Source: an optimization exercise on an open RTL-to-GDS flow (aim: a short achievable clock period and few clock cycles). Production flows keep margins and buffers that such runs may drop. At most, simulation tests tie the RTL to the original design; equivalence was not proved. Power figures rest on the tool's default switching activity, not on a simulated workload.

Setup of build 70:
// ww_top
module ww_top (
	input logic clk,
	input logic reset,
	input logic psel,
	input logic penable,
	input logic pwrite,
	input logic [7:0] paddr,
	input logic [WORD_W-1:0] pwdata,
	output logic [WORD_W-1:0] prdata,
	output logic pready,
	output logic pslverr
);
==> flow/config.mk <==
export PLATFORM = sky130hd
export DESIGN_NAME = ww_top
export DESIGN_NICKNAME = ww_top
export VERILOG_FILES = /design/flow/design.v
export SDC_FILE = /design/flow/constraint.sdc
export NUM_CORES = 4
export LEC_CHECK = 0
export ABC_CLOCK_PERIOD_IN_PS = 2500
export CAP_MARGIN = 20
export CORE_MARGIN = 2
export CORE_UTILIZATION = 40
export CTS_BUF_LIST = sky130_fd_sc_hd__clkbuf_16
export CTS_CLUSTER_DIAMETER = 150
export CTS_CLUSTER_SIZE = 40
export SLEW_MARGIN = 20
==> flow/constraint.sdc <==
create_clock -name core_clock -period 9.0 [get_ports {clk}]
set_input_delay 1.8000 -clock core_clock [delete_from_list [all_inputs] [get_ports {clk}]]
set_output_delay 1.8000 -clock core_clock [all_outputs]
set_load 0.01 [all_outputs]
standard.sh (not shown) runs the stock make flow with config.mk's settings and CLKGATE_MAP_FILE= SYNTH_SCRIPT=/design/flow/synth_recipe.tcl, a recipe that flattens the netlist after the stock synthesis.
==> flow/flow/run.sh <==
#!/bin/bash
# Standard ORFS layout, with the timing repair aiming for extra setup slack
# (the clock period and the SDC are left as they are).
set -euo pipefail
bash standard.sh SETUP_SLACK_MARGIN=6.3 finish > flow_make.log 2>&1
As the logs show, build 70 stopped at global routing after a tool error, so it never reached the end of the flow.
> inputs changed (build 70 -> trial 61)
Settings: clearing CTS_CLUSTER_SIZE, which used to be 40; clearing CTS_CLUSTER_DIAMETER, which used to be 150; clearing CTS_BUF_LIST, which used to be sky130_fd_sc_hd__clkbuf_16.
Findings:
- Trial 61 | ERROR | global routing
- Relative to build 70, post-CTS setup buffer count has increased by about 5.5% in trial 61.
- As far as number of sinks driven by the clock tree goes, build 70 and trial 61 are indistinguishable; the numbers are identical.
- From trial 61 to build 70, number of placement rows did not move at all.
- | H-tree depth | higher: trial 61 |
- Compound-cell area share of the yosys netlist: build 70 vs trial 61 identical
- Re port buffer count: no difference whatsoever between trial 61 and build 70.
- Compared with build 70, in trial 61 average size of a mapped cell held steady, number of buffers created by CTS grew by 63.
No run of this note included a check of the RTL's function; only the layout flow was run.

========
Another version of the RTL of ww_top (not shown whole).
Size in the first run: ~640 flip-flops, ~47 I/O pins.
## ww_top
module ww_top (
	input logic clk,
	input logic reset,
	input logic psel,
	input logic penable,
	input logic pwrite,
	input logic [7:0] paddr,
	input logic [WORD_W-1:0] pwdata,
	output logic [WORD_W-1:0] prdata,
	output logic pready,
	output logic pslverr
);
make LEC_CHECK=0 CAP_MARGIN=20 CORE_MARGIN=2 CORE_UTILIZATION=40 SLEW_MARGIN=20 finish   # period 9.0 ns
run.sh (not shown) runs the stock make flow with config.mk's settings and CLKGATE_MAP_FILE= SYNTH_SCRIPT=/design/flow/synth_recipe.tcl, a recipe that flattens the netlist after the stock synthesis.
Stock flow here: none of the scripts above is used.
Testbench counts at the start, summed over its fixed seeds: cycles 25,610.
Next try:
==> flow/flow/run.sh (new file) <==
#!/bin/bash
# Standard ORFS layout, with the timing repair aiming for extra setup slack
# (the clock period and the SDC are left as they are).
set -euo pipefail
bash standard.sh SETUP_SLACK_MARGIN=6.3 finish > flow_make.log 2>&1
==> flow/standard.sh (new file) <==
#!/bin/bash
# synth_recipe.tcl (not shown) runs the flow's synth.tcl, then flattens the netlist and writes it again
# the make line also repeats each setting of config.mk as NAME=value (left out here)
make -C /OpenROAD-flow-scripts/flow DESIGN_CONFIG=/design/flow/config.mk WORK_HOME=/design/flow/orfs CLKGATE_MAP_FILE= SYNTH_SCRIPT=/design/flow/synth_recipe.tcl "${@:-finish}"
ABC_CLOCK_PERIOD_IN_PS = 2500   (was default)
removed: flow/run.sh
Outcome: The changed run produced a clean layout; power went up slightly; synthesized cell count is unchanged; via count went up by roughly a tenth; combinational power went up by a quarter to a third; final cell count went up by a little under a tenth; final area went up by about a fifth; routed wire length went up by about a fifth.
Next try:
==> flow/run.sh (new file) <==
#!/bin/bash
# synth_recipe.tcl (not shown) runs the flow's synth.tcl, then flattens the netlist and writes it again
# the make line also repeats each setting of config.mk as NAME=value (left out here)
make -C /OpenROAD-flow-scripts/flow DESIGN_CONFIG=/design/flow/config.mk WORK_HOME=/design/flow/orfs CLKGATE_MAP_FILE= SYNTH_SCRIPT=/design/flow/synth_recipe.tcl finish
ABC_CLOCK_PERIOD_IN_PS = 2000   (was 2500)
CORE_UTILIZATION = 60   (was 40)
PLACE_DENSITY = 0.75   (was default)
SETUP_SLACK_MARGIN = 5   (was default)
TNS_END_PERCENT = 100   (was default)
removed: flow/flow/run.sh
removed: flow/standard.sh
Result: The changed run completed with no timing, DRC or antenna violations; routed wire length goes down by about 14%; fmax rises by about 1.5%; die area falls by about 33%; combinational power goes down by 20%; via count drops by about 3.7%.
Next try:
ABC_CLOCK_PERIOD_IN_PS = 2500   (was 2000)
CORE_UTILIZATION = 40   (was 60)
PLACE_DENSITY = default   (was 0.75)
TNS_END_PERCENT = default   (was 100)
- combinational power climbs by 5.4%
- setup slack is worse by 49 ps
- routed wire length went up by 8.9%

========
ww_top, a different RTL version from the one above (not shown whole).
For scale: about 730 flip-flops, ~67,000 µm² of cells after synthesis.
export LEC_CHECK = 0
export ABC_CLOCK_PERIOD_IN_PS = 2500
export CAP_MARGIN = 20
export CORE_MARGIN = 2
export CORE_UTILIZATION = 55
export SLEW_MARGIN = 20
create_clock -name core_clock -period 9.0 [get_ports {clk}]
standard.sh (not shown) runs the stock make flow with config.mk's settings and CLKGATE_MAP_FILE= SYNTH_SCRIPT=/design/flow/synth_recipe.tcl, a recipe that flattens the netlist after the stock synthesis.
==> flow/flow/run.sh <==
#!/bin/bash
# Standard ORFS layout, with the timing repair aiming for extra setup slack
# (the clock period and the SDC are left as they are).
set -euo pipefail
bash standard.sh SETUP_SLACK_MARGIN=6.3 finish > flow_make.log 2>&1
The first run finished with timing, DRC and antenna clean.
Rerun with:
CORE_UTILIZATION = 45   (was 55)
Result: Non-clock buffer count grows by 62. Total power grows by 1.6%. Worst setup slack gets better by 0.016 ns. Cell count is higher by 5.6%.
Function was not checked in any run of this note: the RTL went through the layout flow alone.

========
ww_top, a different RTL version from the one above (not shown whole).
Size: about 740 flip-flops, ~47 I/O pins.
export LEC_CHECK = 0
export ABC_CLOCK_PERIOD_IN_PS = 2500
export CAP_MARGIN = 20
export CORE_MARGIN = 2
export CORE_UTILIZATION = 45
export SLEW_MARGIN = 20
create_clock -name core_clock -period 9.0 [get_ports {clk}]
Scripts as last shown in full above: flow/flow/run.sh
The starting point completed with no timing, DRC or antenna violations.
Rerun with:
- CORE_UTILIZATION: 45 -> 35
Total power drops slightly; maximum frequency drops slightly; sequential power hardly moves; final area climbs slightly; clock-buffer cell count drops by 10; setup slack loses 59 ps; routed wire length drops by a few percent.
No functional check of the RTL was part of any run of this note.

========
ww_top, a different RTL version from the one above (not shown whole).
For scale: roughly 0.062 sq mm of cells after synthesis.
Settings: LEC_CHECK=0, ABC_CLOCK_PERIOD_IN_PS=2500, CAP_MARGIN=20, CORE_MARGIN=2, CORE_UTILIZATION=45, SLEW_MARGIN=20; clock period 9.0 ns.
Scripts as last shown in full above: flow/flow/run.sh
The first run completed with no timing, DRC or antenna violations.
Testbench counts at the start, summed over its fixed seeds: cycles 21,461.
Change:
CORE_UTILIZATION = 35   (was 45)
After rerunning:
- total power is lower by 1.4%
- first-iteration DRC count goes down by 7.0%
- maximum frequency fell by 1.8%
- synthesized area is unchanged
- worst setup slack got worse by 0.061 ns

## port drivers added, routing unchanged
The results above use ideal ports. As a check the final layouts listed here were re-extracted and re-timed, cells and wires unchanged.
Step 1 assumes that a clkbuf_16 drives the clock port and a buf_2 every other input.
Step 2 times the ports against the registers' clock, not the clock port: input delays grow and output delays shrink by t, the midpoint of the rising clock arrivals with the driver on.
a / b / c = ideal ports / drivers / drivers and shift; a / b = the first two.
run | shift t [ns] | setup WS [ns] | hold slack, ns | worst setup path at the end | pins driven straight from the clock port
the first run of note 2 | 0.702 | 2.406 / 2.406 / 2.406 | 0.479 / 0.479 / 0.479 | register to register | 1
the second run of note 2 | 0.712 | 4.555 / 4.555 / 4.555 | 0.485 / 0.485 / 0.485 | register to register | 1
the third run of note 2 | 0.688 | 4.623 / 4.623 / 4.326 | 0.479 / 0.479 / 0.479 | input to register | 1
the fourth run of note 2 | 0.703 | 4.574 / 4.574 / 4.422 | 0.477 / 0.477 / 0.477 | input to register | 1
the first run of note 3 | 0.810 | 5.245 / 5.031 / 4.221 | 0.449 / 0.449 / 0.449 | input to register | 1
the second run of note 3 | 0.844 | 5.261 / 4.999 / 4.155 | 0.460 / 0.460 / 0.460 | input to register | 1
the first run of note 4 | 0.880 | 5.564 / 5.361 / 4.481 | 0.446 / 0.446 / 0.446 | input to register | 1
the second run of note 4 | 0.853 | 5.505 / 5.160 / 4.307 | 0.455 / 0.455 / 0.455 | input to register | 1
the first run of note 5 | 0.819 | 5.585 / 5.585 / 5.252 | 0.423 / 0.423 / 0.423 | input to register | 1
the second run of note 5 | 0.824 | 5.524 / 5.524 / 4.782 | 0.448 / 0.448 / 0.448 | input to register | 1
After both steps every run listed still meets setup and hold. For the second run of note 4, which loses most, drivers alone change the setup slack by -0.345 ns; drivers and shift together by -1.198 ns.
